Background: an optimization exercise with open tools, aiming at small area. Do not read the settings as production practice. Function was checked by simulation only, so behaviour that the tests miss may differ from the original. The flow treats the clock pin as an ideal source, which a real chip does not have. Power figures rest on the tool's default switching activity, not on a simulated workload.

[flow/flow/run.sh]
#!/bin/bash
# The standard layout (standard.sh) with a few settings that ORFS reads from the environment:
# small port buffers, no large buffers in repair, and a clock tree of small buffers without
# dummy loads. Synthesis is the standard one, run unchanged.
set -euo pipefail
W=$(pwd)
F=$W/flow
bash standard.sh synth > $W/synth.log 2>&1
export PRE_GLOBAL_PLACE_TCL=$F/dont_use.tcl
export PRE_RESIZE_TCL=$F/dont_use.tcl
export PRE_CTS_TCL=$F/dont_use.tcl
export PRE_GLOBAL_ROUTE_TCL=$F/dont_use.tcl
export BUFFER_PORTS_ARGS="-buffer_cell sky130_fd_sc_hd__buf_1"
export CTS_ARGS="-sink_clustering_enable -repair_clock_nets -dont_use_dummy_load -buf_list {sky130_fd_sc_hd__clkbuf_4} -sink_clustering_size 10 -sink_clustering_max_diameter 40"
bash standard.sh finish > $W/layout.log 2>&1
[flow/flow/dont_use.tcl]
set_dont_use {sky130_fd_sc_hd__buf_6 sky130_fd_sc_hd__buf_8 sky130_fd_sc_hd__buf_12 sky130_fd_sc_hd__buf_16 sky130_fd_sc_hd__bufbuf_8 sky130_fd_sc_hd__bufbuf_16 sky130_fd_sc_hd__clkdlybuf4s*}
[flow/standard.sh]
#!/bin/bash
# synth_recipe.tcl (not shown) runs the flow's synth.tcl, then flattens the netlist and writes it again
# the make line also repeats each setting of config.mk as NAME=value (left out here)
make -C /OpenROAD-flow-scripts/flow DESIGN_CONFIG=/design/flow/config.mk WORK_HOME=/design/flow/orfs CLKGATE_MAP_FILE= SYNTH_SCRIPT=/design/flow/synth_recipe.tcl "${@:-finish}"
[flow/config.mk]
export PLATFORM = sky130hd
export DESIGN_NAME = reg_file
export DESIGN_NICKNAME = reg_file
export VERILOG_FILES = /design/flow/design.v
export SDC_FILE = /design/flow/constraint.sdc
export NUM_CORES = 4
export LEC_CHECK = 0
export CAP_MARGIN = 20
export CELL_PAD_IN_SITES_DETAIL_PLACEMENT = 1
export CELL_PAD_IN_SITES_GLOBAL_PLACEMENT = 2
export CORE_MARGIN = 2
export CORE_UTILIZATION = 35
export GPL_TIMING_DRIVEN = 0
export SLEW_MARGIN = 20
export SYNTH_HIERARCHICAL = 1
[flow/constraint.sdc]
create_clock -name core_clock -period 8.0 [get_ports {clk}]
set_input_delay 1.6000 -clock core_clock [delete_from_list [all_inputs] [get_ports {clk}]]
set_output_delay 1.6000 -clock core_clock [all_outputs]
set_load 0.01 [all_outputs]
[flow/design.v]
module reg_file #(
   parameter int DATA_WIDTH = 32,
   parameter int ADDR_WIDTH = 5
) (
   input  logic                  clk,
   input  logic                  rst_n,
   input  logic [DATA_WIDTH-1:0] sbus_in,
   input  logic [ADDR_WIDTH-1:0] write_select,
   input  logic [ADDR_WIDTH-1:0] sbus_select,
   input  logic [ADDR_WIDTH-1:0] alu_select,
   output logic [DATA_WIDTH-1:0] sbus_out,
   output logic [DATA_WIDTH-1:0] alu_out
);
   localparam int N = 2 ** ADDR_WIDTH;
   logic [N-1:1][DATA_WIDTH-1:0] regs;
   logic [N-1:1][DATA_WIDTH-1:0] regs_d;
   logic [DATA_WIDTH-1:0] wdata;
   logic [N-1:1] wen, wen_n, rs, ra;
   assign wdata = sbus_in & {DATA_WIDTH{rst_n}};
   always_comb begin
      for (int i = 1; i < N; i++) begin
         wen_n[i] = (write_select != ADDR_WIDTH'(i)) & rst_n;
         wen[i]   = ~wen_n[i];
         rs[i]    = (sbus_select == ADDR_WIDTH'(i));
         ra[i]    = (alu_select == ADDR_WIDTH'(i));
      end
   end
   for (genvar i = 1; i < N; i++) begin : g_row
      for (genvar b = 0; b < DATA_WIDTH; b++) begin : g_bit
         rf_ao22 u_next (.a1(regs[i][b]), .a2(wen_n[i]), .b1(wdata[b]), .b2(wen[i]), .y(regs_d[i][b]));
      end
   end
   always_ff @(posedge clk) regs <= regs_d;
   for (genvar b = 0; b < DATA_WIDTH; b++) begin : g_rd
      logic [N-1:1] col;
      for (genvar i = 1; i < N; i++) begin : g_col
         assign col[i] = regs[i][b];
      end
      rf_read u_s (.q(col), .s(rs), .y(sbus_out[b]));
      rf_read u_a (.q(col), .s(ra), .y(alu_out[b]));
   end
endmodule
module rf_read (
   input  logic [31:1] q,
   input  logic [31:1] s,
   output logic        y
);
   logic [10:0] g;
   logic [2:0]  h;
   for (genvar k = 0; k < 10; k++) begin : g_aoi
      rf_aoi222 u (.a1(q[3*k+1]), .a2(s[3*k+1]), .b1(q[3*k+2]), .b2(s[3*k+2]),
                   .c1(q[3*k+3]), .c2(s[3*k+3]), .y(g[k]));
   end
   rf_nand2 u_n31 (.a(q[31]), .b(s[31]), .y(g[10]));
   rf_nand4 u_h0 (.a(g[0]), .b(g[1]), .c(g[2]), .d(g[3]), .y(h[0]));
   rf_nand4 u_h1 (.a(g[4]), .b(g[5]), .c(g[6]), .d(g[7]), .y(h[1]));
   rf_nand3 u_h2 (.a(g[8]), .b(g[9]), .c(g[10]), .y(h[2]));
   rf_or3   u_o  (.a(h[0]), .b(h[1]), .c(h[2]), .y(y));
endmodule
module rf_ao22 (input logic a1, a2, b1, b2, output logic y);
   assign y = (a1 & a2) | (b1 & b2);
endmodule
module rf_aoi222 (input logic a1, a2, b1, b2, c1, c2, output logic y);
   assign y = ~((a1 & a2) | (b1 & b2) | (c1 & c2));
endmodule
module rf_nand2 (input logic a, b, output logic y);
   assign y = ~(a & b);
endmodule
module rf_nand3 (input logic a, b, c, output logic y);
   assign y = ~(a & b & c);
endmodule
module rf_nand4 (input logic a, b, c, d, output logic y);
   assign y = ~(a & b & c & d);
endmodule
module rf_or3 (input logic a, b, c, output logic y);
   assign y = a | b | c;
endmodule
==> results.txt <==
Setup WS pre-CTS roughly 1.5 ns; P&R area growth vs syn 15.1%; Avg Cell Area, Syn 12.0 um2; Clock power frac 28.2%; Slew HR 24.7%; layout net count 3657; Finish-stage setup viols 0; Clock Skew 0 ns; initial drt markers 6831; final WL between 200000 and 250000 um; Fill cells around 12000; initial antenna violation count 6; placed cell area approximately 42000 um2; clk sinks approximately 990; R2R Path End regs[472]; WP data required 6.40 ns; Die Area 111000 um2; Netlist cell types 20; Port Buffers 111; number of global-route vias before repair approximately 39000; reg2reg setup slack about 7.3 ns; IO Count ~110; Post-Syn Area between 30000 and 40000 um2; CTS tree done; Fin. Hold Viols 0; Largest regs regs: 992 flops; via count roughly 40000; Tmin final between 6 and 7 ns; status finished clean; critical path type input pin to primary output; RSZ-0062 raised after global routing no; Sw Pwr roughly 3.1 mW; Pre-antenna DRT Iters 11; # hold bufs at CTS 0; Pint 6.83 mW; design area 43600 um2; CTS resizes 0; largest net degree at the start of global routing 33; Initial Utilization around 35%; hold path depth 1; CP Max Fanout 17; post-synthesis sequential area ratio about 52%; Hold Startpoint regs[986]; Synth Warn # 7; CP Capture Type primary output; HP Class register to register; most frequent cells in the layout 992 x a22o_1, 992 x dfxtp_1, 640 x a222oi_1; Sequential Power Share 57.5%; Power, Total 9.95 mW; drt drc 0; Num CTS Buffers 170; fin crit share 84.1%; GRT overflow 0; crit start category input pin; worst-skew pair later-pin latency roughly 1.2 ns; total track usage 38.3%; combinational power share 14.3%; VDD IR max approximately 0.099 mV; buffer count from post-CTS setup fixing 0; clock slew at reported path FFs 0.06 ns; Leak approximately 16 nW; vias per cell around 7.8; Final Max Tran Viols 0; WP data arrival between 5 and 6 ns; post-route setup slack 1.28 ns; RePlAce Congestion approximately 0.85; max-cap violation count 0; FMAX about 150 MHz; HPWL Detailed roughly 140000 um; Die Ht between 300 and 400 um; Largest register FFs ~1000; Core Util, Final approximately two fifths; first-pass GRT wire length between 300000 and 400000 um; cells on worst reg2reg path 1; layout cell share with drive strength beyond 1 roughly 14%; die width around 330 um; Mapped Cells 3159; flops & latches, synth 992; Worst-Margin Slew between 1 and 1.5 ns; reg2reg start regs[472]; Biggest register regs; switch share between 30% and 40%; # rows 120; core area 107000 um2; Final ANT Viol Nets 0; Synth Net Count about 3200; routed length per instance 44.0 um; hold path endpoint regs[986]; P per Cell Area 228 nW/um2
## Yosys stat by module (local to each module, per instance), excerpt
module / flops+latches / cell area [um2] / cells
rf_nand4: 0 / 6.26 / 1
rf_nand2: 0 / 3.75 / 1
rf_aoi222: 0 / 10.0 / 1
rf_ao22: 0 / 8.76 / 1
rf_nand3: 0 / 5.00 / 1
reg_file: 992 / 21000 / 1207
rf_or3: 0 / 6.26 / 1
## logic make-up after synthesis
family | count (synthesis) | synth area share (%)
compound gates | 1694 | 40.9
flops | 992 | 52.4
simple gates | 450 | 6.44
buf+inv | 23 | 0.297
## how the worst max path moves through the flow
stage | slack, ns | end | cells past startpoint | start
2_1_floorplan | 2.85 | alu_out[0] | 5 | alu_select[0]
3_3_place_gp | -0.97 | regs[675] | 4 | write_select[2]
3_5_place_dp | 1.47 | sbus_out[3] | 9 | sbus_select[4]
4_1_cts | 1.46 | alu_out[3] | 9 | alu_select[4]
5_1_grt | 1.23 | alu_out[8] | 9 | alu_select[4]
6_report | 1.28 | alu_out[8] | 9 | alu_select[4]
## metal layers
layer  GRT usage, %  wire length, um  vias up
met1           46.9            84500    20000
met3           9.90            22200      748
met5              0               32        -
met4           24.8            15100        6
li1               -                -    15500
met2           59.6            98900     2703
## Yosys cell counts
cell	instances	area [um2]
buf_2	3	15.0
or2_2	2	12.5
nand4_1	128	801
nand3_1	67	335
buf_6	3	33.8
nor2_1	62	233
a222oi_1	640	6410
or3_1	67	419
or2_1	1	6.26
o21a_1	31	233
nand3b_1	9	67.6
clkbuf_1	17	63.8
a22o_1	992	8690
o21ai_0	19	95.1
o21ai_1	12	60.1
nand2b_1	6	37.5
dfxtp_1	992	19900
nand2_1	67	251
or3b_1	9	78.8
and2_1	32	200
## through the flow
stage	setup TNS, ns	std cells	hold slack [ns]
floorplan	0	3159	0.477
global placement	-231.21	4673	0.487
detailed placement	0	4839	0.498
CTS	0	5009	0.511
global route	0	5017	0.530
finish	0	5018	0.510
## power by group through the flow
stage	Sequential (mW)	Combinational (mW)	Clock [mW]
after floorplan	5.72	0.733	0
after global placement	5.76	1.29	0
after detailed placement	5.81	1.38	0
after CTS	5.70	1.38	2.84
after global routing	5.77	1.46	3.07
final	5.72	1.43	2.80
## area by class of cell
class	instances	area, um2	area share [%]
multi-input cells	2144	18900	43.4
well taps	1403	1760	4.03
flip-flops and latches	992	19900	45.5
clock buffers	170	1280	2.93
diodes	9	22.5	0.0516
plain buffers	23	116	0.267
repair buffers	277	1660	3.81
## critical path: stages
cell	delay (ns)
buf_1	0.18
nand2b_1	0.13
clkbuf_1	0.74
nor2_4	0.34
buf_4	0.36
a222oi_1	0.39
nand4_1	0.61
or3_1	0.57
buf_1	0.18

port drivers added, routing unchanged:
The results above use ideal ports. As a check the final layout listed here was re-extracted and re-timed, cells and wires unchanged. Step 1 (the two cells are an assumption about what drives the block):
set clk [get_ports {clk}]
set_driving_cell -lib_cell sky130_fd_sc_hd__clkbuf_16 $clk
set_driving_cell -lib_cell sky130_fd_sc_hd__buf_2 [delete_from_list [all_inputs] $clk]
Step 2, shift: input delay + t, output delay - t, t = (earliest + latest rising clock arrival at the registers) / 2. This alone moves slack from input paths to output paths. Slacks: ideal ports / drivers / drivers and shift; pairs: ideal ports / drivers.
t, ns: 1.191
slack for setup (ns): 1.276 / 1.250 / 1.250
hold slack, ns: 0.510 / 0.510 / 0.510
slew at the worst register clock pin (ns): 0.12 / 0.12
worst data-port slew with drivers (ns): 0.11
After both steps this run still meets setup and hold. The setup slack of this run moves by -0.026 ns with the drivers and by -0.026 ns with both steps.
